Source: an optimization exercise on an open RTL-to-GDS flow (aim: small area). Production flows keep margins and buffers that such runs may drop. Only simulation tests tie the RTL to the original design; equivalence was not proved. The clock port is modelled as an ideal driver; clocking choices that lean on that would not hold on a real chip. Power is estimated from default activity; no workload was simulated.

`flow/flow/run.sh`:
```
#!/bin/bash
# Standard ORFS layout (the standard.sh, standard synthesis unchanged) with two
# layout choices changed:
#  - port buffers use the smallest buffer cell (buffer_ports -buffer_cell);
#  - clock tree synthesis uses smaller clock buffers and no dummy loads.
# Each tool's full output goes to the ORFS logs under orfs/logs; make's own output
# goes to run_make.log here.
set -euo pipefail
cd "$(dirname "$0")/.."
CTS="-sink_clustering_enable -repair_clock_nets -dont_use_dummy_load"
CTS="$CTS -buf_list {sky130_fd_sc_hd__clkbuf_4 sky130_fd_sc_hd__clkbuf_8} -sink_clustering_size 20 -sink_clustering_max_diameter 60"
bash standard.sh \
  "BUFFER_PORTS_ARGS=-buffer_cell sky130_fd_sc_hd__buf_1" \
  "CTS_ARGS=$CTS" \
  finish > run_make.log 2>&1
```
`flow/standard.sh`:
```
#!/bin/bash
# synth_recipe.tcl (not shown) runs the flow's synth.tcl, then flattens the netlist and writes it again
# the make line also repeats each setting of config.mk as NAME=value (left out here)
make -C /OpenROAD-flow-scripts/flow DESIGN_CONFIG=/design/flow/config.mk WORK_HOME=/design/flow/orfs CLKGATE_MAP_FILE= SYNTH_SCRIPT=/design/flow/synth_recipe.tcl "${@:-finish}"
```
`flow/config.mk`:
```
export PLATFORM = sky130hd
export DESIGN_NAME = sdctrl_top
export DESIGN_NICKNAME = sdctrl_top
export VERILOG_FILES = /design/flow/design.v
export SDC_FILE = /design/flow/constraint.sdc
export NUM_CORES = 4
export LEC_CHECK = 0
export CAP_MARGIN = 20
export CORE_MARGIN = 2
export CORE_UTILIZATION = 40
export SLEW_MARGIN = 20
```
`flow/constraint.sdc`:
```
create_clock -name core_clock -period 5.0 [get_ports {sdctrl_clock_i}]
set_input_delay 1.0000 -clock core_clock [delete_from_list [all_inputs] [get_ports {sdctrl_clock_i}]]
set_output_delay 1.0000 -clock core_clock [all_outputs]
set_load 0.01 [all_outputs]
```
`flow/design.v`:
```
package sdctrl_pkg;
    typedef enum logic [1:0] {
        RESP_NONE        = 2'd0,
        RESP_SHORT       = 2'd1,     
        RESP_SHORT_NOCRC = 2'd2,     
        RESP_LONG        = 2'd3      
    } sd_resp_class_e;
    typedef enum logic [2:0] {
        INITIALISE = 3'd0,
        IDLE       = 3'd1,
        WRITECMD   = 3'd2,
        READ       = 3'd3,
        AWAIT      = 3'd4
    } sd_phy_state_e;
    typedef struct packed {
        logic [47:0]    cmd;
        sd_resp_class_e resp_class;
    } sd_cmd_req_t;
    typedef struct packed {
        logic level;
        logic rise;
        logic fall;
    } sd_clk_t;
    typedef struct packed {
        logic [135:0] data;                  
        logic         crc_err;
        logic         timeout;
    } sd_resp_t;
endpackage
`timescale 1ns/1ps
module sdctrl_top (
    input  logic                    sdctrl_clock_i,
    input  logic                    rst_i,
    input  logic [49:0]             req_i,       
    input  logic                    start_i,
    output logic                    ready_o,
    output logic [137:0]            resp_o,      
    output logic                    finish_o,
    output logic                    sdclk_o,
    output logic                    cmd_o,
    output logic                    cmd_oe_o,
    input  logic                    resp_i
);
    localparam int RING = 135;
    localparam int TAP  = 131;
    typedef enum logic [2:0] {
        S_INIT  = 3'd7,
        S_IDLE  = 3'd5,
        S_TX    = 3'd4,
        S_TXD   = 3'd3,
        S_WAIT  = 3'd0,
        S_SHIFT = 3'd1,
        S_POST  = 3'd6,     
        S_FIN   = 3'd2
    } state_e;
    state_e           state;
    logic             div_q;
    logic             level_q;
    logic [7:0]       cnt;
    logic [1:0]       cls;
    logic [6:0]       crc;
    logic             cmd_q;
    logic             oe_q;
    logic [RING-1:0]  ring;
    logic rise, fall;
    assign rise = level_q & ~div_q;
    assign fall = ~level_q & ~div_q;
    always_ff @(posedge sdctrl_clock_i) begin
        if (rst_i) begin
            div_q   <= 1'b0;
            level_q <= 1'b1;
        end else begin
            div_q <= ~div_q;
            if (div_q) level_q <= ~level_q;
        end
    end
    logic load, take, crc_en, crc_fb, tx, top6, hold;
    assign tx     = (state == S_TX);
    assign load   = (state == S_IDLE) && start_i;
    assign take   = rise && ((state == S_WAIT && !resp_i) || state == S_SHIFT);
    assign top6   = (cnt[7:2] == 6'd48);
    assign crc_en = cls[0] && cnt[7] && !(&cnt);
    assign hold   = (state == S_INIT || state == S_SHIFT) && !rise;
    always_ff @(posedge sdctrl_clock_i) begin
        if (rst_i) begin
            cnt <= 8'd118;
        end else if (state == S_IDLE || state == S_TXD) begin
            cnt <= '0;
        end else if (state == S_WAIT && rise && !resp_i) begin
            cnt <= (&cls) ? 8'd121 : 8'd209;
        end else if (!hold) begin
            cnt <= cnt + 1'b1;
        end
    end
    always_ff @(posedge sdctrl_clock_i) begin
        if (rst_i) begin
            state <= S_INIT;
            cmd_q <= 1'b1;
            oe_q  <= 1'b0;
        end else begin
            case (state)
                S_INIT:  if (rise && top6) state <= S_IDLE;
                S_IDLE:  if (start_i) state <= S_TX;
                S_TX: begin
                    if (fall) begin
                        if (top6) begin
                            state <= S_TXD;
                            cmd_q <= 1'b1;
                            oe_q  <= 1'b0;
                        end else begin
                            cmd_q <= ring[TAP + cnt[1:0]];
                            oe_q  <= 1'b1;
                        end
                    end
                end
                S_TXD:   state <= (cls == 2'd0) ? S_FIN : S_WAIT;
                S_WAIT: begin
                    if (rise) begin
                        if (!resp_i)         state <= S_SHIFT;
                        else if (&cnt[7:2])  state <= S_POST;    
                    end
                end
                S_SHIFT: if (rise && &cnt) state <= S_POST;
                S_POST:  if (cnt[0]) state <= S_FIN;
                default: state <= S_IDLE;                      
            endcase
        end
    end
    always_ff @(posedge sdctrl_clock_i) begin
        if (load) cls <= req_i[1:0];
    end
    logic crc_clr, crc_in;
    assign crc_clr = !cnt[7] && !(state == S_POST || state == S_FIN);
    assign crc_in  = rise && state == S_SHIFT && crc_en && resp_i;
    assign crc_fb  = (crc[6] && !crc_clr) ^ crc_in;
    always_ff @(posedge sdctrl_clock_i) begin
        crc <= {crc[5:3], crc[2] ^ crc_fb, crc[1:0], crc_fb};
    end
    logic keep, ring_in;
    assign keep    = (cnt[1:0] == 2'd0) && (cnt <= 8'd56);
    assign ring_in = tx                ? (keep & ring[RING-1])
                   : state == S_WAIT   ? 1'b0
                   : take              ? resp_i
                   :                     ring[RING-1];
    always_ff @(posedge sdctrl_clock_i) begin
        ring[0] <= ring_in;
    end
    for (genvar i = 1; i < RING; i++) begin : g_ring
        localparam int B = (i % 4 == TAP % 4 && i <= TAP) ? 47 - (TAP - i) / 4
                         : (i % 4 == (TAP + RING) % 4 && i > TAP - 4 * 47 + RING - 4)
                                                           ? 47 - (TAP + RING - i) / 4
                         : -1;
        if (B >= 0) begin : g_load
            always_ff @(posedge sdctrl_clock_i) begin
                if (load) ring[i] <= req_i[2 + B];
                else      ring[i] <= ring[i-1];
            end
        end else begin : g_shift
            always_ff @(posedge sdctrl_clock_i) begin
                ring[i] <= ring[i-1];
            end
        end
    end
    for (genvar j = 0; j < 135; j++) begin : g_resp
        assign resp_o[2 + j] = ring[(4 * j + 2) % RING];
    end
    assign resp_o[137] = 1'b0;
    assign resp_o[1]   = |crc;
    assign resp_o[0]   = cnt[7];
    assign ready_o  = (state == S_IDLE);
    assign finish_o = (state == S_FIN);
    assign sdclk_o  = level_q;
    assign cmd_o    = cmd_q;
    assign cmd_oe_o = oe_q;
endmodule
```
==> results of run 1 <==
==> sequential cells by signal, indices dropped and copies added (netlist names) <==
signal   flops
cnt          8
state        3
oe_q         1
level_q      1
cmd_q        1
cls          2
ring       135
div_q        1
crc          7
==> cells by family (layout without fill, tap and decap cells) <==
kind of cell / count (synthesis) / after routing
other cells: 1 / 1
flops: 159 / 159
fa+ha+maj: 2 / 2
mux: 49 / 49
xor+xnor: 4 / 4
simple gates: 65 / 65
compound gates: 42 / 42
buf+inv: 19 / 219
==> final cells by class <==
cell class | instances | area [um^2]
Clock buffer | 17 | 234
Fill cell | 1029 | 5350
Inverter | 6 | 22.5
Multi-Input combinational cell | 163 | 1260
Sequential cell | 159 | 3200
Tap cell | 140 | 175
Timing Repair Buffer | 196 | 739
==> through the flow <==
| stage | instance area, um^2 | setup WS [ps] | std cells | hold WS [ps] | utilization |
|---|---|---|---|---|---|
| floorplan | 4550 | 2850 | 341 | 332 | - |
| global placement | 5400 | 2620 | 664 | 332 | 0.491 |
| detailed placement | 5400 | 2560 | 664 | 335 | 0.491 |
| CTS | 5630 | 2360 | 681 | 324 | 0.513 |
| global route | 5630 | 2200 | 681 | 329 | 0.513 |
| finish | 5630 | 2350 | 681 | 319 | 0.513 |
==> path summary, 6_finish.rpt <==
kind	to	startpoint	slack (ps)
hold reg to reg	ring[81]	ring[80]	320
hold / removal	ring[81]	ring[80]	320
setup reg to reg	state[1]	cnt[2]	2870
setup / recovery	finish_o	state[1]	2350
==> power by group <==
group | internal [uW] | switching, uW | total [uW]
logic | 502 | 726 | 1230
clock network | 300 | 377 | 677
registers | 1860 | 355 | 2220
total | 2670 | 1460 | 4120
==> synthesized netlist by cell type (all sizes together) (2+ instances only) <==
| master | count | area share |
|---|---|---|
| nand3 | 5 | 0.0055 |
| nor4 | 2 | 0.0028 |
| o22ai | 2 | 0.0028 |
| and2 | 2 | 0.0028 |
| nand4 | 4 | 0.0055 |
| a211oi | 4 | 0.0066 |
| o21ai | 8 | 0.0088 |
| mux2 | 48 | 0.12 |
| buf | 5 | 0.0080 |
| xor2 | 3 | 0.0058 |
| a21oi | 7 | 0.0077 |
| nor2b | 3 | 0.0041 |
| a31oi | 3 | 0.0041 |
| inv | 6 | 0.0050 |
| o211ai | 3 | 0.0050 |
| dfxtp | 157 | 0.69 |
| edfxtp | 2 | 0.013 |
| nand2b | 2 | 0.0028 |
| nand2 | 15 | 0.012 |
| nor3 | 5 | 0.0055 |
| o311a | 2 | 0.0044 |
| ha | 2 | 0.0055 |
| a211o | 2 | 0.0039 |
| and3 | 5 | 0.0069 |
| nor2 | 16 | 0.013 |
| a21o | 2 | 0.0033 |
| clkbuf | 8 | 0.0066 |
==> layer usage <==
metal	wire length [um]	share of wire	track usage
met1	4140	0.40	0.194
met3	885	0.085	0.0719
met4	129	0.012	0.0675
met2	5310	0.51	0.291
met5	0	0	0
==> worst max-delay path: stages, from the launching register on <==
cell and delay, ps:
dfxtp_1 600, inv_1 200, nor3_1 230, buf_1 190
==> impl_metrics.json, run 1 <==
{
  "status": "complete, no violations",
  "crit_path_start_kind": "flip-flop",
  "vdd_drop_max_mv": 0.374,
  "ctsHoldBuffers": 0,
  "timing.final.crit_period_ps": 2650,
  "avgViaCountPerCell": 4.83,
  "path_clk_slew_ps": 90,
  "grt_max_degree": 40,
  "ant_nets": 0,
  "syn-cell-area_um2": 4550,
  "cts_setup_buffers": 0,
  "drive_above_1_share": 0.0961,
  "antenna_found_initial": 0,
  "grt_pass1_wl_um": 16500,
  "finalNetCount": 599,
  "synth-main-ff-cell": "dfxtp_1",
  "cp_max_fo": 13,
  "clk_latency_ps": 440,
  "hold_path_depth": 0,
  "row_count": 38,
  "vias": 3290,
  "crit_required_ps": 4000,
  "io_pins": 197,
  "slew_violations": 0,
  "r2r_cells": 5,
  "synth_compound_area_frac": 0.0652,
  "critPathKind": "reg -> out",
  "final_common_cell": "buf_1",
  "first_global_vias": 3261,
  "drc_errors": 0,
  "synth_nets": 397,
  "synth_top_family_by_area": "multiplexers",
  "die-area_um2": 12200,
  "place_congestion": 0.829,
  "synth_seq_cells": 159,
  "cts_tree": "built",
  "finalSetupViolations": 0,
  "syn_to_final_growth_pct": 23.9,
  "htree_levels": 4,
  "cts-root-buf": "clkbuf_8",
  "ys_seq_area_frac": 0.705,
  "post_cts_resize_count": 0,
  "start_util": 0.414,
  "maxCapViolations": 0,
  "cts_buffers": 17,
  "cts_buffer_depth": 2,
  "synthXorXnorAreaFrac": 0.00771,
  "critical_path.endpoint_type": "primary output",
  "postSynth.asyncResetShare": 0,
  "die_h_um": 111,
  "rsz0062_at_grt": "no",
  "synth_cell_type_count": 49,
  "die_w_um": 111,
  "layout_common_cells": "195 x buf_1, 157 x dfxtp_1, 30 x mux2_2, 18 x mux2_1, 17 x clkbuf_8",
  "power_leakage_uw": 0.00223,
  "hold_viol": 0,
  "synth_fa_ha_area_frac": 0.00551,
  "n_antenna_cell": 0,
  "setup_tns_ps": 0,
  "worst_slew_pin_slew_ps": 564,
  "firstDrtPassIters": 4,
  "pwr_density_cell_nw_per_um2": 733,
  "fmax_ghz": 0.378,
  "avgSynthCellArea_um2": 13.3,
  "synth-simple-area-share": 0.0727,
  "wl_um": 10500,
  "core_area_um2": 11000,
  "ys_warn_count": 1,
  "drt_iter0_drc": 174,
  "synth_mux_area_frac": 0.124,
  "skew_ps": 34.5,
  "track_usage": 0.173,
  "arrival_ps": 1650,
  "period_share": 0.529,
  "routedWlPerCell_um": 15.4,
  "hp-class": "reg -> reg",
  "io_buffers": 195,
  "finalPower_uw": 4120,
  "hpwl_um": 7750,
  "cts.sinks": 159,
  "synth_edf_count": 2,
  "synthCells": 341,
  "grt-ovfl-total": 0,
  "max-slew-margin-rel": 0.623
}
==> run 2: changes to the inputs <==
==> flow/flow/run.sh (replaced) <==
#!/bin/bash
# Standard ORFS layout (the standard.sh, standard synthesis unchanged) with
# these layout choices changed:
#  - port buffers use the smallest buffer cell (buffer_ports -buffer_cell);
#  - clock tree synthesis without dummy loads, from clkbuf_4/clkbuf_8, and
#    flow/post_cts.tcl then shrinks each leaf clock buffer as far as a 110 ps
#    clock-pin slew allows;
#  - power recovery after global routing (RECOVER_POWER) downsizes gates with
#    slack to spare.
# Each tool's full output goes to the ORFS logs under orfs/logs; make's own
# output goes to run_make.log here.
set -euo pipefail
cd "$(dirname "$0")/.."
CTS="-sink_clustering_enable -repair_clock_nets -dont_use_dummy_load"
CTS="$CTS -buf_list {sky130_fd_sc_hd__clkbuf_4 sky130_fd_sc_hd__clkbuf_8}"
CTS="$CTS -sink_clustering_size 20 -sink_clustering_max_diameter 60"
bash standard.sh \
  "BUFFER_PORTS_ARGS=-buffer_cell sky130_fd_sc_hd__buf_1" \
  "CTS_ARGS=$CTS" \
  "POST_CTS_TCL=$PWD/flow/post_cts.tcl" \
  "RECOVER_POWER=100" \
  finish > run_make.log 2>&1
==> flow/flow/post_cts.tcl (new file) <==
set clk_slew_target 0.110

proc sink_slew {inst} {
  set out [get_pins -of_objects $inst -filter "direction==output"]
  set net [get_nets -of_objects $out]
  set m 0
  foreach p [get_pins -of_objects $net -filter "direction==input"] {
    foreach prop {slew_max_rise slew_max_fall} {
      set s [get_property $p $prop]
      if {$s > $m} { set m $s }
    }
  }
  return $m
}

estimate_parasitics -placement
foreach inst [get_cells *] {
  if {[get_property $inst ref_name] != "sky130_fd_sc_hd__clkbuf_8"} { continue }
  set in [get_pins -of_objects $inst -filter "direction==input"]
  set in_net [get_nets -of_objects $in]
  if {[llength [get_ports -quiet [get_full_name $in_net]]] > 0} { continue }
  set chosen sky130_fd_sc_hd__clkbuf_8
  foreach cand {sky130_fd_sc_hd__clkbuf_2 sky130_fd_sc_hd__clkbuf_4} {
    replace_cell $inst $cand
    estimate_parasitics -placement
    if {[sink_slew $inst] <= $clk_slew_target} { set chosen $cand; break }
  }
  if {$chosen != [get_property $inst ref_name]} {
    replace_cell $inst $chosen
    estimate_parasitics -placement
  }
  puts "post_cts: [get_full_name $inst] -> $chosen, sink slew [sink_slew $inst]"
}
detailed_placement
check_placement
==> impl_metrics.json, run 2 <==
{
  "arrival_ps": 3710,
  "ys_warn_count": 1,
  "swShare": 0.359,
  "vias": 3283,
  "firstDrtPassIters": 4,
  "grt-ovfl-total": 0,
  "pwr-share-clk": 0.143,
  "skew_ps": 26.5,
  "avgSynthCellArea_um2": 13.3,
  "dp_slack_ps": 2560,
  "syn_to_final_growth_pct": 22.2,
  "place_congestion": 0.829,
  "hpwl_um": 7750,
  "synth_seq_cells": 159,
  "drive_above_1_share": 0.0924,
  "power.switching_uw": 1440,
  "synth_nets": 397,
  "synth_cell_type_count": 49,
  "r2r_setup_slack_ps": 1570,
  "status": "failed layout checks",
  "grt_pass1_wl_um": 16600,
  "cp_max_fo": 39,
  "die_h_um": 111,
  "track_usage": 0.173,
  "max-slew-margin-rel": -0.568,
  "yosysMostFrequentCell": "dfxtp_1",
  "holdPathEnd": "ring[105]",
  "n_antenna_cell": 0,
  "critical_path.endpoint_type": "flip-flop",
  "ys_seq_area_frac": 0.705,
  "syn-cell-area_um2": 4550,
  "maxCapViolations": 1,
  "die-area_um2": 12200,
  "io_buffers": 195,
  "so_faults": "capacitance limit, slew limit",
  "critPathKind": "reg -> reg",
  "io_pins": 197,
  "setup_tns_ps": 0,
  "synth_top_area_cell": "dfxtp_1",
  "multi_input_area_um2": 1250,
  "row_count": 38,
  "fillers": 1041,
  "crit_path_start_kind": "flip-flop",
  "finalPower_uw": 4020,
  "path_clk_slew_ps": 90,
  "hold_path_depth": 0,
  "holdWs_ps": 327,
  "first_global_vias": 3259,
  "pwr_density_cell_nw_per_um2": 724,
  "timing.final.crit_period_ps": 3430,
  "cts.sinks": 159,
  "hold_viol": 0,
  "vdd_drop_max_mv": 0.375,
  "p_seq_frac": 0.551,
  "hp-class": "reg -> reg",
  "core_area_um2": 11000,
  "finalNetCount": 599,
  "crit_required_ps": 5280,
  "finalWorstSetupSlack_ps": 1570,
  "synthCells": 341,
  "power_leakage_uw": 0.00220,
  "r2r_cells": 4,
  "synth_top_area_frac": 0.691,
  "cts_tree": "built",
  "largest_reg_flops": 135,
  "drc_errors": 0,
  "avgViaCountPerCell": 4.82,
  "synth-main-ff-cell": "dfxtp_1",
  "largest_registers": "ring x135, cnt x8, crc x7",
  "power_frac_comb": 0.306,
  "largest_register": "ring",
  "ant_nets": 0,
  "die_w_um": 111,
  "fmax_ghz": 0.291,
  "drt_iter0_drc": 168,
  "grt_max_degree": 40,
  "min-delay-start": "ring[104]",
  "postSynth.asyncResetShare": 0,
  "synth_edf_count": 2,
  "synthTopCellsByCount": "157 x dfxtp_1, 30 x mux2_2, 18 x mux2_1, 16 x nor2_1, 15 x nand2_1",
  "start_util": 0.414,
  "seq_area_um2": 3200,
  "slew_violations": 40,
  "critPathLaunch": "state[1]",
  "wl_um": 10500,
  "internal_power_uw": 2580,
  "r2r_end": "ring[67]",
  "timing.rr.start": "state[1]",
  "synth_area_leaders": "dfxtp_1 69%, mux2_2 7.4%, mux2_1 4.5%, edfxtp_1 1.3%, nor2_1 1.3%",
  "final_common_cell": "buf_1",
  "layout_common_cells": "194 x buf_1, 157 x dfxtp_1, 30 x mux2_2, 18 x mux2_1, 16 x nor2_1",
  "routedWlPerCell_um": 15.4,
  "antenna_found_initial": 0,
  "finalSetupViolations": 0,
  "clk_latency_ps": 420,
  "period_share": 0.687,
  "worst_slew_pin_slew_ps": 2350,
  "rsz0062_at_grt": "no"
}
run 2: per-layer routing:
metal | GRT usage | vias to the layer above | part of all wire
met5 | 0 | - | 0
met4 | 0.0800 | 0 | 0.014
li1 | - | 1584 | -
met2 | 0.291 | 130 | 0.51
met1 | 0.195 | 1558 | 0.40
met3 | 0.0653 | 11 | 0.082
run 2: power by group through the flow:
stage               registers [uW]  logic [uW]  clock network, uW
floorplan                     2420         477                  0
global placement              2230        1240                  0
detailed placement            2240        1240                  0
global route                  2300        1340                650
finish                        2220        1230                575
run 2: through the flow:
stage	std cells	cell area, um^2	util
6_report	681	5560	0.506
5_1_grt	681	5560	0.506
3_5_place_dp	664	5400	0.491
3_3_place_gp	664	5400	0.491
2_1_floorplan	341	4550	-
run 2: logic make-up (layout without fill, tap and decap cells):
logic type | count (synthesis) | in the layout | synth area share
other | 1 | 1 | 0.000825
and+or+nand+nor | 65 | 65 | 0.0727
AOI/OAI and AO/OA | 42 | 42 | 0.0652
adders and majority gates | 2 | 2 | 0.00550
buffers and inverters | 19 | 219 | 0.0195
DFF | 159 | 159 | 0.705
xor gates and xnor gates | 4 | 4 | 0.00771
muxes | 49 | 49 | 0.124
run 2: worst max-delay path: stages, from the launching register on:
cell,delay (ps)
dfxtp_1,610
nor2_1,120
nand2_1,380
clkbuf_1,1730
mux2_2,460
run 2: worst max path at each step:
| stage | endpoint | slack (ps) | cells after the start |
|---|---|---|---|
| 6_report | ring[67] | 1570 | 4 |
| 2_1_floorplan | ring[118] | 2850 | 4 |
| 5_1_grt | ring[110] | 1220 | 4 |
| 3_5_place_dp | ring[102] | 2560 | 4 |
| 3_3_place_gp | ring[114] | 2620 | 4 |
run 2: cell type report:
cell class	instances	share of cell area
Clock buffer	17	0.0297
Inverter	6	0.00405
Multi-Input combinational cell	163	0.226
Sequential cell	159	0.577
Tap cell	140	0.0315
Timing Repair Buffer	196	0.132
==> run 3: changes to the inputs <==
--- a/flow/flow/run.sh
+++ b/flow/flow/run.sh
@@ -6,5 +6,3 @@
 #    flow/post_cts.tcl then shrinks each leaf clock buffer as far as a 110 ps
-#    clock-pin slew allows;
-#  - power recovery after global routing (RECOVER_POWER) downsizes gates with
-#    slack to spare.
+#    clock-pin slew allows, and then downsizes logic gates as far as slew, load and timing allow.
 # Each tool's full output goes to the ORFS logs under orfs/logs; make's own
@@ -20,3 +18,2 @@
   "POST_CTS_TCL=$PWD/flow/post_cts.tcl" \
-  "RECOVER_POWER=100" \
   finish > run_make.log 2>&1
--- a/flow/flow/post_cts.tcl
+++ b/flow/flow/post_cts.tcl
@@ -33,2 +33,38 @@
 }
+
+# Then give each logic gate the smallest drive strength of its kind that keeps
+# the design free of max-slew and max-capacitance violations, with setup and
+# hold slack to spare. Flip-flops and buffers are left as they are.
+proc gate_ok {} {
+  if {[sta::max_slew_violation_count] > 0} { return 0 }
+  if {[sta::max_capacitance_violation_count] > 0} { return 0 }
+  if {[worst_slack -max] < 1.0} { return 0 }
+  if {[worst_slack -min] < 0.1} { return 0 }
+  return 1
+}
+
+set_propagated_clock [all_clocks]
+estimate_parasitics -placement
+if {[gate_ok]} {
+  foreach inst [get_cells *] {
+    set ref [get_property $inst ref_name]
+    if {![regexp {^sky130_fd_sc_hd__(\w+)_(\d+)$} $ref -> kind drive]} { continue }
+    if {$drive <= 1} { continue }
+    if {[regexp {^(df|edf|sdf|dl|buf|clkbuf|clkdly|dlygate|conb|tap|fill|decap)} $kind]} { continue }
+    set lib_area [get_property [get_lib_cells $ref] area]
+    foreach small [list 0 1] {
+      set cand sky130_fd_sc_hd__${kind}_$small
+      if {[llength [get_lib_cells -quiet $cand]] == 0} { continue }
+      if {[get_property [get_lib_cells $cand] area] >= $lib_area} { continue }
+      replace_cell $inst $cand
+      estimate_parasitics -placement
+      if {[gate_ok]} {
+        puts "post_cts: [get_full_name $inst] $ref -> $cand"
+        break
+      }
+      replace_cell $inst $ref
+      estimate_parasitics -placement
+    }
+  }
+}
 detailed_placement
--- a/flow/config.mk
+++ b/flow/config.mk
@@ -10,2 +10,3 @@
 export CORE_UTILIZATION = 40
+export PLACE_DENSITY = 0.85
 export SLEW_MARGIN = 20
==> impl_metrics.json, run 3 <==
{
  "status": "complete, no violations",
  "critPathKind": "reg -> out",
  "max-slew-margin-rel": 0.547,
  "drt_iter0_drc": 138,
  "r2r_cells": 5,
  "ys_seq_area_frac": 0.705,
  "avgViaCountPerCell": 4.82,
  "worst-path-stages": 3,
  "wl_met1_um": 4290,
  "row_count": 38,
  "place_congestion": 0.848,
  "hpwl_um": 7760,
  "finalWorstSetupSlack_ps": 2340,
  "setup_tns_ps": 0,
  "drive_above_1_share": 0.0906,
  "skew_ps": 33.9,
  "met3WireLength_um": 726,
  "synth-main-ff-cell": "dfxtp_1",
  "n_antenna_cell": 0,
  "clk_latency_ps": 420,
  "arrival_ps": 1660,
  "grt_max_degree": 50,
  "p_seq_frac": 0.555,
  "synth_top_area_cell": "dfxtp_1",
  "critical_path.endpoint_type": "primary output",
  "ys_warn_count": 1,
  "dpl_cell_area_um2": 5400,
  "synth_seq_cells": 159,
  "core_area_um2": 11000,
  "cp_max_fo": 17,
  "cts.sinks": 159,
  "finalSetupViolations": 0,
  "cp_cell_sequence": "nand2_1, nor2_1, buf_1",
  "design_area_um2": 5550,
  "critPathSlowestCell": "dfxtp_1",
  "slew_violations": 0,
  "grt_pass1_wl_um": 16600,
  "timing.rr.start": "cnt[3]",
  "rsz0062_at_grt": "no",
  "postSynth.asyncResetShare": 0,
  "worst_slew_pin_slew_ps": 679,
  "avgSynthCellArea_um2": 13.3,
  "timing.final.crit_period_ps": 2660,
  "io_pins": 197,
  "drc_errors": 0,
  "dr.max_layer_used": "met4",
  "largest_reg_flops": 135,
  "layout_common_cells": "195 x buf_1, 157 x dfxtp_1, 30 x mux2_2, 18 x mux2_1, 16 x nor2_1",
  "first_global_vias": 3342,
  "synthTopCellsByCount": "157 x dfxtp_1, 30 x mux2_2, 18 x mux2_1, 16 x nor2_1, 15 x nand2_1",
  "wl_um": 10600,
  "cp_top_family": "flip-flops",
  "hold_path_depth": 0,
  "grt-ovfl-total": 0,
  "maxCapViolations": 0,
  "finalNetCount": 599,
  "holdPathEnd": "ring[84]",
  "r2r_setup_slack_ps": 2740,
  "antenna_found_initial": 0,
  "synthCells": 341,
  "crit_path_start_kind": "flip-flop",
  "ant_nets": 0,
  "die-area_um2": 12200,
  "yosysMostFrequentCell": "dfxtp_1",
  "pwr-share-clk": 0.141,
  "vdd_drop_max_mv": 0.431,
  "die_w_um": 111,
  "met2_length_um": 5430,
  "power_leakage_uw": 0.00220,
  "hold_viol": 0,
  "start_util": 0.414,
  "routedWlPerCell_um": 15.5,
  "pwr_density_cell_nw_per_um2": 727,
  "vias": 3283,
  "synth_top_area_frac": 0.691,
  "fmax_ghz": 0.376,
  "power_frac_comb": 0.303,
  "power.switching_uw": 1460,
  "internal_power_uw": 2570,
  "firstDrtPassIters": 4,
  "fillers": 980,
  "largest_register": "ring",
  "dp_slack_ps": 2650,
  "critPathMaxStageDelay_ps": 640,
  "die_h_um": 111,
  "path_clk_slew_ps": 110,
  "hp-class": "reg -> reg",
  "syn_to_final_growth_pct": 22.0,
  "synth_area_leaders": "dfxtp_1 69%, mux2_2 7.4%, mux2_1 4.5%, edfxtp_1 1.3%, nor2_1 1.3%",
  "synth_edf_count": 2,
  "swShare": 0.362,
  "period_share": 0.531,
  "io_buffers": 195,
  "min-delay-start": "ring[83]",
  "timing.critical_path.buf_inv": 1,
  "holdWs_ps": 322,
  "synth_nets": 397,
  "syn-cell-area_um2": 4550,
  "r2r_end": "state[1]",
  "cts_tree": "built",
  "track_usage": 0.172,
  "largest_registers": "ring x135, cnt x8, crc x7",
  "final_common_cell": "buf_1",
  "crit_required_ps": 4000,
  "synth_cell_type_count": 49
}
-- run 3: how the worst max path moves through the flow --
stage | start | to
after floorplan | start_i | ring[118]
after global placement | resp_i | crc[3]
after detailed placement | resp_i | cnt[5]
after global routing | state[0] | ready_o
final | state[0] | ready_o
-- run 3: cell type report --
| cell class | count | area [um^2] | area share |
|---|---|---|---|
| multi-input combinational | 163 | 1240 | 0.224 |
| clock buffer | 17 | 165 | 0.0298 |
| inverter | 6 | 22.5 | 0.00406 |
| timing repair buffer | 196 | 739 | 0.133 |
| tap | 140 | 175 | 0.0316 |
| sequential | 159 | 3200 | 0.577 |
-- run 3: kinds of logic (layout without fill, tap and decap cells) --
logic type	after synthesis	count (layout)	share of synthesized area
compound gates	42	42	0.0652
xor+xnor	4	4	0.00771
fa+ha+maj	2	2	0.00550
buf+inv	19	219	0.0195
flops	159	159	0.705
mux	49	49	0.124
other cells	1	1	0.000825
simple gates	65	65	0.0727
-- run 3: routing by layer --
layer / vias to the layer above / track usage
li1: 1581 / -
met1: 1558 / 0.196
met2: 133 / 0.293
met3: 11 / 0.0686
met4: 0 / 0.0592
met5: - / 0
-- run 3: power by group through the flow --
stage	Sequential, uW	Clock [uW]	Combinational [uW]
2_1_floorplan	2420	0	477
3_3_place_gp	2210	0	1220
3_5_place_dp	2260	0	1230
5_1_grt	2310	646	1320
6_report	2240	570	1220
-- run 3: metrics by stage --
step / std cells / util / power (uW)
final: 681 / 0.505 / 4030
after global routing: 681 / 0.505 / 4280
after detailed placement: 664 / 0.491 / 3490
after global placement: 664 / 0.491 / 3440
after floorplan: 341 / - / 2890
==> run 4: changes to the inputs <==
--- a/flow/config.mk
+++ b/flow/config.mk
@@ -9,3 +9,3 @@
 export CORE_MARGIN = 2
-export CORE_UTILIZATION = 40
+export CORE_UTILIZATION = 55
 export PLACE_DENSITY = 0.85
==> impl_metrics.json, run 4 <==
{
  "start_util": 0.562,
  "synth-main-ff-cell": "dfxtp_1",
  "period_share": 0.512,
  "drive_above_1_share": 0.0906,
  "place_congestion": 0.953,
  "synth_edf_count": 2,
  "n_antenna_cell": 0,
  "grt_pass1_wl_um": 15400,
  "hp-class": "reg -> reg",
  "ant_nets": 0,
  "fmax_ghz": 0.391,
  "postSynth.asyncResetShare": 0,
  "largest_reg_flops": 135,
  "max-slew-margin-rel": 0.554,
  "hpwl_um": 7530,
  "row_count": 33,
  "ys_warn_count": 1,
  "clk_latency_ps": 400,
  "drc_errors": 0,
  "drt_iter0_drc": 122,
  "critical_path.endpoint_type": "primary output",
  "hold_viol": 0,
  "timing.final.crit_period_ps": 2560,
  "io_pins": 197,
  "crit_required_ps": 4000,
  "pwr_density_cell_nw_per_um2": 731,
  "ys_seq_area_frac": 0.705,
  "worst_slew_pin_slew_ps": 668,
  "finalSetupViolations": 0,
  "syn-cell-area_um2": 4550,
  "layout_common_cells": "195 x buf_1, 157 x dfxtp_1, 30 x mux2_2, 18 x mux2_1, 16 x nor2_1",
  "critPathKind": "reg -> out",
  "syn_to_final_growth_pct": 21.2,
  "synth_cell_type_count": 49,
  "synth_nets": 397,
  "avgSynthCellArea_um2": 13.3,
  "routedWlPerCell_um": 15.9,
  "avgViaCountPerCell": 5.12,
  "cp_max_fo": 13,
  "slew_violations": 0,
  "cts.sinks": 159,
  "synth_top_area_frac": 0.691,
  "setup_tns_ps": 0,
  "status": "complete, no violations",
  "track_usage": 0.223,
  "skew_ps": 31.3,
  "yosysMostFrequentCell": "dfxtp_1",
  "core_area_um2": 8090,
  "die_w_um": 94.9,
  "cts_tree": "built",
  "firstDrtPassIters": 4,
  "synthTopCellsByCount": "157 x dfxtp_1, 30 x mux2_2, 18 x mux2_1, 16 x nor2_1, 15 x nand2_1",
  "synth_top_area_cell": "dfxtp_1",
  "wl_um": 10300,
  "crit_path_start_kind": "flip-flop",
  "largest_registers": "ring x135, cnt x8, crc x7",
  "grt-ovfl-total": 0,
  "synth_area_leaders": "dfxtp_1 69%, mux2_2 7.4%, mux2_1 4.5%, edfxtp_1 1.3%, nor2_1 1.3%",
  "finalPower_uw": 4030,
  "path_clk_slew_ps": 100,
  "die_h_um": 94.9,
  "die-area_um2": 9010,
  "first_global_vias": 3350,
  "rsz0062_at_grt": "no",
  "vdd_drop_max_mv": 0.432,
  "arrival_ps": 1560,
  "antenna_found_initial": 0,
  "vias": 3308,
  "largest_register": "ring",
  "synthCells": 341,
  "io_buffers": 195,
  "grt_max_degree": 50,
  "maxCapViolations": 0,
  "final_common_cell": "buf_1",
  "power_leakage_uw": 0.00221,
  "synth_seq_cells": 159,
  "finalNetCount": 599
}
[run 4: cell count changes in the layout (fill, tap and decap cells not counted)]
| cell | before | now |
|---|---|---|
| clkbuf_4 | 11 | 9 |
| clkbuf_2 | 0 | 1 |
| clkbuf_8 | 6 | 7 |
[run 4: metal layers]
metal	up-vias	routed length (um)	global-route usage
met1	1588	3870	0.240
met3	9	807	0.0910
met5	-	0	0
met4	0	70	0.0713
li1	1578	-	-
met2	133	5540	0.398
[run 4: cells by family after synthesis]
group / Yosys count / share of synthesized area
flip-flops: 159 / 0.705
other: 1 / 0.000825
AO/OA/AOI/OAI: 42 / 0.0652
XOR/XNOR: 4 / 0.00771
multiplexers: 49 / 0.124
adder cells (fa/ha/maj): 2 / 0.00550
buffers and inverters: 19 / 0.0195
AND/OR/NAND/NOR: 65 / 0.0727
[run 4: final timing paths]
kind            start        to  slack [ps]  depth (start not counted)
max          state[1]  finish_o        2440                          3
min          ring[17]  ring[18]         330                          0
max reg2reg    cnt[4]  state[1]        2730                          5
min reg2reg  ring[17]  ring[18]         330                          0
[run 4: critical path, cell delays in order, from the launching register on]
cell,delay [ps]
dfxtp_1,630
inv_1,200
nor3_1,190
buf_1,180
[run 4: report_power, final]
part | switching [uW] | total (uW) | internal (uW) | leakage, uW
Sequential | 360 | 2220 | 1860 | 0.00133
Combinational | 738 | 1240 | 501 | 0.000778
Clock | 352 | 566 | 214 | 0.0000959
[run 4: area by class of cell]
cell class | instances | area, um^2
Clock buffer | 17 | 169
Fill cell | 628 | 2580
Inverter | 6 | 22.5
Multi-Input combinational cell | 163 | 1240
Sequential cell | 159 | 3200
Tap cell | 105 | 131
Timing Repair Buffer | 196 | 739
[run 4: through the flow]
step	utilization	std cells	hold WS, ps	setup WS, ps	instance area (um^2)
floorplan	-	341	332	2850	4550
global placement	0.661	629	332	2720	5350
detailed placement	0.661	629	335	2640	5350
global route	0.681	646	321	2340	5510
finish	0.681	646	333	2440	5510
==> run 5: changes to the inputs <==
--- a/flow/config.mk
+++ b/flow/config.mk
@@ -9,4 +9,3 @@
 export CORE_MARGIN = 2
-export CORE_UTILIZATION = 55
-export PLACE_DENSITY = 0.85
+export CORE_UTILIZATION = 40
 export SLEW_MARGIN = 20
==> impl_metrics.json, run 5 <==
{
  "die_w_um": 111,
  "critPathKind": "reg -> out",
  "grt_util_met2": 0.290,
  "place_congestion": 0.829,
  "drt_iter0_drc": 168,
  "avgViaCountPerCell": 4.79,
  "cp_max_fo": 13,
  "syn-cell-area_um2": 4550,
  "track_usage": 0.173,
  "grt-ovfl-total": 0,
  "pwr-share-clk": 0.144,
  "period_share": 0.535,
  "grt_max_degree": 40,
  "power_leakage_uw": 0.00220,
  "hold_viol": 0,
  "crit_path_start_kind": "flip-flop",
  "ys_seq_area_frac": 0.705,
  "use_met3": 0.0653,
  "swShare": 0.360,
  "yosysMostFrequentCell": "dfxtp_1",
  "fmax_ghz": 0.374,
  "synth_seq_cells": 159,
  "critical_path.endpoint_type": "primary output",
  "drive_above_1_share": 0.0906,
  "vdd_drop_max_mv": 0.374,
  "io_buffers": 195,
  "power.switching_uw": 1450,
  "p_seq_frac": 0.551,
  "setup_tns_ps": 0,
  "n_antenna_cell": 0,
  "arrival_ps": 1670,
  "largest_registers": "ring x135, cnt x8, crc x7",
  "synthCells": 341,
  "path_clk_slew_ps": 100,
  "hp-class": "reg -> reg",
  "synth_nets": 397,
  "synth_edf_count": 2,
  "top_usage_layer": "met2",
  "dp_slack_ps": 2560,
  "grt_pass1_wl_um": 16500,
  "drc_errors": 0,
  "synth_cell_type_count": 49,
  "first_global_vias": 3261,
  "synthTopCellsByCount": "157 x dfxtp_1, 30 x mux2_2, 18 x mux2_1, 16 x nor2_1, 15 x nand2_1",
  "finalSetupViolations": 0,
  "pwr_density_cell_nw_per_um2": 724,
  "finalPower_uw": 4020,
  "wl_um": 10500,
  "cts_tree": "built",
  "die-area_um2": 12200,
  "dp_cells": 664,
  "die_h_um": 111,
  "skew_ps": 26.8,
  "start_util": 0.414,
  "largest_reg_flops": 135,
  "core_area_um2": 11000,
  "rsz0062_at_grt": "no",
  "final_common_cell": "buf_1",
  "synth_top_area_cell": "dfxtp_1",
  "crit_required_ps": 4000,
  "finalNetCount": 599,
  "antenna_found_initial": 0,
  "row_count": 38,
  "largest_register": "ring",
  "hpwl_um": 7750,
  "ys_warn_count": 1,
  "clk_latency_ps": 420,
  "postSynth.asyncResetShare": 0,
  "instances_no_fill": 681,
  "avgSynthCellArea_um2": 13.3,
  "status": "complete, no violations",
  "timing.final.crit_period_ps": 2670,
  "internal_power_uw": 2570,
  "max-slew-margin-rel": 0.639,
  "synth_top_area_frac": 0.691,
  "synth-main-ff-cell": "dfxtp_1",
  "io_pins": 197,
  "vias": 3264,
  "layout_common_cells": "195 x buf_1, 157 x dfxtp_1, 30 x mux2_2, 18 x mux2_1, 16 x nor2_1",
  "syn_to_final_growth_pct": 22.0,
  "firstDrtPassIters": 4,
  "routedWlPerCell_um": 15.4,
  "use_met1": 0.195,
  "finalWorstSetupSlack_ps": 2330,
  "power_frac_comb": 0.305,
  "worst_slew_pin_slew_ps": 541,
  "slew_violations": 0,
  "cts.sinks": 159,
  "maxCapViolations": 0,
  "ant_nets": 0,
  "synth_area_leaders": "dfxtp_1 69%, mux2_2 7.4%, mux2_1 4.5%, edfxtp_1 1.3%, nor2_1 1.3%"
}
run 5: cell counts after synthesis:
Identical to the previous run, type by type.
run 5: final timing paths:
kind / to / start / cells after the start / slack, ps
min reg2reg: ring[105] / ring[104] / 0 / 330
min: ring[105] / ring[104] / 0 / 330
max reg2reg: state[1] / cnt[2] / 5 / 2730
max: finish_o / state[1] / 3 / 2330
run 5: routing by layer:
layer,up-vias,part of all wire
met5,-,0
met4,0,0.014
met3,11,0.085
met2,121,0.51
met1,1548,0.39
li1,1584,-
run 5: power by group through the flow:
stage | clock (uW) | combinational (uW) | sequential [uW]
detailed placement | 0 | 1240 | 2240
floorplan | 0 | 477 | 2420
global route | 650 | 1340 | 2300
global placement | 0 | 1240 | 2230
finish | 577 | 1230 | 2220
run 5: area by class of cell:
type	count	area, um^2
Fill cell	1043	5440
Sequential cell	159	3200
Multi-Input combinational cell	163	1240
Timing Repair Buffer	196	739
Inverter	6	22.5
Clock buffer	17	165
Tap cell	140	175
run 5: through the flow:
stage	util	area [um^2]	hold WS [ps]
global route	0.505	5550	331
finish	0.505	5550	327
floorplan	-	4550	332
detailed placement	0.491	5400	335
global placement	0.491	5400	332
run 5: logic make-up after synthesis:
logic type               share of synthesized area
AND/OR/NAND/NOR                             0.0727
XOR/XNOR                                   0.00771
flip-flops                                   0.705
adder cells (fa/ha/maj)                    0.00550
multiplexers                                 0.124
buffers and inverters                       0.0195
AO/OA/AOI/OAI                               0.0652
other                                     0.000825
run 5: critical path, cell delays in order, from the launching register on:
cell and delay [ps]:
dfxtp_1 630, inv_1 200, nor3_1 230, buf_1 190
==> run 6: changes to the inputs <==
--- a/flow/design.v
+++ b/flow/design.v
@@ -46,10 +46,10 @@
     typedef enum logic [2:0] {
-        S_INIT  = 3'd7,
-        S_IDLE  = 3'd5,
-        S_TX    = 3'd4,
-        S_TXD   = 3'd3,
-        S_WAIT  = 3'd0,
-        S_SHIFT = 3'd1,
-        S_POST  = 3'd6,     
-        S_FIN   = 3'd2
+        S_INIT  = 3'd3,
+        S_IDLE  = 3'd7,
+        S_TX    = 3'd5,
+        S_TXD   = 3'd2,
+        S_WAIT  = 3'd1,
+        S_SHIFT = 3'd6,
+        S_POST  = 3'd0,     
+        S_FIN   = 3'd4
     } state_e;
@@ -76,6 +76,5 @@
     end
-    logic load, take, crc_en, crc_fb, tx, top6, hold;
+    logic load, crc_en, crc_fb, tx, top6, hold;
     assign tx     = (state == S_TX);
     assign load   = (state == S_IDLE) && start_i;
-    assign take   = rise && ((state == S_WAIT && !resp_i) || state == S_SHIFT);
     assign top6   = (cnt[7:2] == 6'd48);
@@ -84,5 +83,3 @@
     always_ff @(posedge sdctrl_clock_i) begin
-        if (rst_i) begin
-            cnt <= 8'd118;
-        end else if (state == S_IDLE || state == S_TXD) begin
+        if (rst_i || state == S_IDLE || state == S_TXD) begin
             cnt <= '0;
@@ -101,3 +98,3 @@
             case (state)
-                S_INIT:  if (rise && top6) state <= S_IDLE;
+                S_INIT:  if (rise && cnt == 8'd74) state <= S_IDLE;
                 S_IDLE:  if (start_i) state <= S_TX;
@@ -140,6 +137,5 @@
     assign keep    = (cnt[1:0] == 2'd0) && (cnt <= 8'd56);
-    assign ring_in = tx                ? (keep & ring[RING-1])
-                   : state == S_WAIT   ? 1'b0
-                   : take              ? resp_i
-                   :                     ring[RING-1];
+    assign ring_in = tx                         ? (keep & ring[RING-1])
+                   : (state == S_SHIFT && rise) ? resp_i
+                   :                              ring[RING-1];
     always_ff @(posedge sdctrl_clock_i) begin
==> impl_metrics.json, run 6 <==
{
  "maxCapViolations": 0,
  "synthTopCellsByCount": "157 x dfxtp_1, 48 x mux2_2, 14 x nor2_1, 11 x nand3_1, 9 x nand2_1",
  "cts_tree": "built",
  "critical_path.endpoint_type": "primary output",
  "holdPathEnd": "ring[29]",
  "largest_register": "ring",
  "vias": 3208,
  "grt_max_degree": 36,
  "synth_top_area_cell": "dfxtp_1",
  "cp_cell_sequence": "inv_1, nor3_1, buf_1",
  "critPathKind": "reg -> out",
  "min-delay-start": "ring[28]",
  "yosysMostFrequentCell": "dfxtp_1",
  "core_area_um2": 10900,
  "dp_slack_ps": 2540,
  "critPathLaunch": "state[2]",
  "hold_path_depth": 0,
  "ys_seq_area_frac": 0.707,
  "max-slew-margin-rel": 0.599,
  "track_usage": 0.172,
  "final_common_cell": "buf_1",
  "setup_tns_ps": 0,
  "hp-class": "reg -> reg",
  "avgViaCountPerCell": 4.75,
  "clk_latency_ps": 430,
  "timing.final.crit_period_ps": 2610,
  "pwr_density_cell_nw_per_um2": 643,
  "synth_nets": 393,
  "syn_to_final_growth_pct": 22.2,
  "grt_pass1_wl_um": 16100,
  "antenna_found_initial": 0,
  "ant_nets": 0,
  "ys_warn_count": 1,
  "firstDrtPassIters": 4,
  "timing.rr.start": "cnt[6]",
  "slew_violations": 0,
  "worst_slew_pin_slew_ps": 600,
  "start_util": 0.414,
  "vdd_drop_max_mv": 0.388,
  "postSynth.asyncResetShare": 0,
  "r2r_setup_slack_ps": 2670,
  "die_h_um": 110,
  "crit_path_start_kind": "flip-flop",
  "fillers": 1047,
  "r2r_end": "state[2]",
  "hold_viol": 0,
  "n_antenna_cell": 0,
  "finalWorstSetupSlack_ps": 2390,
  "largest_reg_flops": 135,
  "skew_ps": 34.7,
  "routedWlPerCell_um": 15.3,
  "place_congestion": 0.841,
  "die_w_um": 110,
  "cts.sinks": 159,
  "first_global_vias": 3143,
  "largest_registers": "ring x135, cnt x8, crc x7",
  "synth_area_leaders": "dfxtp_1 69%, mux2_2 12%, edfxtp_1 1.3%, nand3_1 1.2%, nor2_1 1.2%",
  "drt_iter0_drc": 144,
  "critPathSlowestCell": "dfxtp_1",
  "critPathMaxStageDelay_ps": 560,
  "wl_um": 10400,
  "period_share": 0.523,
  "finalNetCount": 595,
  "fmax_ghz": 0.383,
  "cp_max_fo": 12,
  "die-area_um2": 12200,
  "synth_top_area_frac": 0.694,
  "synth-main-ff-cell": "dfxtp_1",
  "synth_edf_count": 2,
  "arrival_ps": 1610,
  "drc_errors": 0,
  "finalSetupViolations": 0,
  "rsz0062_at_grt": "no",
  "io_pins": 197,
  "r2r_cells": 5,
  "grt-ovfl-total": 0,
  "row_count": 38,
  "power_leakage_uw": 0.00217,
  "drive_above_1_share": 0.127,
  "synth_seq_cells": 159,
  "hpwl_um": 7900,
  "synth_cell_type_count": 47,
  "finalPower_uw": 3560,
  "io_buffers": 195,
  "synthCells": 336,
  "status": "complete, no violations",
  "layout_common_cells": "195 x buf_1, 157 x dfxtp_1, 48 x mux2_2, 14 x nor2_1, 11 x nand3_1",
  "avgSynthCellArea_um2": 13.5,
  "crit_required_ps": 4000,
  "syn-cell-area_um2": 4530,
  "path_clk_slew_ps": 110
}
## run 6: stage by stage
stage               hold slack (ps)   util  area (um^2)  std cells
finish                          313  0.506         5530        676
global route                    316  0.506         5530        676
detailed placement              333  0.492         5380        659
global placement                331  0.492         5380        659
floorplan                       332      -         4530        336
## run 6: cell type report
cell class                      count  area (um^2)  share of cell area
Timing Repair Buffer              196          739               0.134
Inverter                            7         26.3             0.00475
Sequential cell                   159         3200               0.579
Multi-Input combinational cell    157         1220               0.220
Tap cell                          140          175              0.0317
Clock buffer                       17          171              0.0310
## run 6: layer usage
| metal | vias to the layer above | share of wire | routed length [um] | track usage |
|---|---|---|---|---|
| met2 | 132 | 0.48 | 5000 | 0.264 |
| met5 | - | 0 | 0 | 0 |
| met3 | 16 | 0.079 | 817 | 0.0708 |
| met1 | 1505 | 0.42 | 4330 | 0.207 |
| met4 | 0 | 0.021 | 215 | 0.0883 |
| li1 | 1555 | - | - | - |
## run 6: power breakdown
part / internal, uW / switching [uW] / total, uW
registers: 1780 / 267 / 2050
logic: 372 / 562 / 934
clock network: 217 / 357 / 574
total: 2370 / 1190 / 3560
## run 6: worst max-delay path, delay by kind of cell (launching register included)
| kind | cells | cell delay (ps) |
|---|---|---|
| DFF | 1 | 560 |
| and+or+nand+nor | 1 | 250 |
| buffers and inverters | 2 | 390 |
## run 6: worst max-delay path by stage
| stage | end | slack (ps) | cells after the start |
|---|---|---|---|
| 3_5_place_dp | state[2] | 2540 | 5 |
| 5_1_grt | finish_o | 2240 | 3 |
| 3_3_place_gp | ring[119] | 2590 | 4 |
| 2_1_floorplan | state[1] | 2820 | 4 |
| 6_report | finish_o | 2390 | 3 |
## run 6: logic make-up (layout without fill, tap and decap cells)
group / Yosys count / count (layout) / share of synthesized area
buffers and inverters: 20 / 220 / 0.0204
adders and majority gates: 3 / 3 / 0.00829
muxes: 49 / 49 / 0.124
DFF: 159 / 159 / 0.707
xor gates and xnor gates: 6 / 6 / 0.0116
AOI/OAI and AO/OA: 35 / 35 / 0.0511
other: 1 / 1 / 0.000828
and+or+nand+nor: 63 / 63 / 0.0762

[separate check: timing with driven ports]
In the flow no input, the clock included, has a driving cell. The finished layouts below were timed again as built, in two steps. Step 1 sets driving cells, clkbuf_16 on the clock port and buf_2 on the other inputs (assumed; they add their load-dependent delay and slew). Step 2 moves the port delays by t, midway between the first and last clock arrival at a register: inputs arrive t later, outputs are due t later. That takes back most of the time a late clock gives input paths. Three values: ideal, step 1, step 2; two values: the first two.
run | t, ns | setup slack, ns | worst register clock-pin slew, ns | worst slew at a driven data input, ns
run 1 | 0.455 | 2.353 / 2.319 / 2.578 | 0.09 / 0.09 | 0.06
run 2 | 0.437 | 1.566 / 1.566 / 1.213 | 0.10 / 0.10 | 0.06
run 3 | 0.438 | 2.343 / 2.312 / 2.581 | 0.11 / 0.11 | 0.06
run 4 | 0.412 | 2.442 / 2.409 / 2.576 | 0.11 / 0.11 | 0.05
run 5 | 0.440 | 2.326 / 2.292 / 2.445 | 0.10 / 0.10 | 0.06
run 6 | 0.450 | 2.386 / 2.352 / 2.360 | 0.11 / 0.11 | 0.06
For run 2, which loses most, drivers alone change the setup slack by 0.000 ns; drivers and shift together by -0.353 ns.
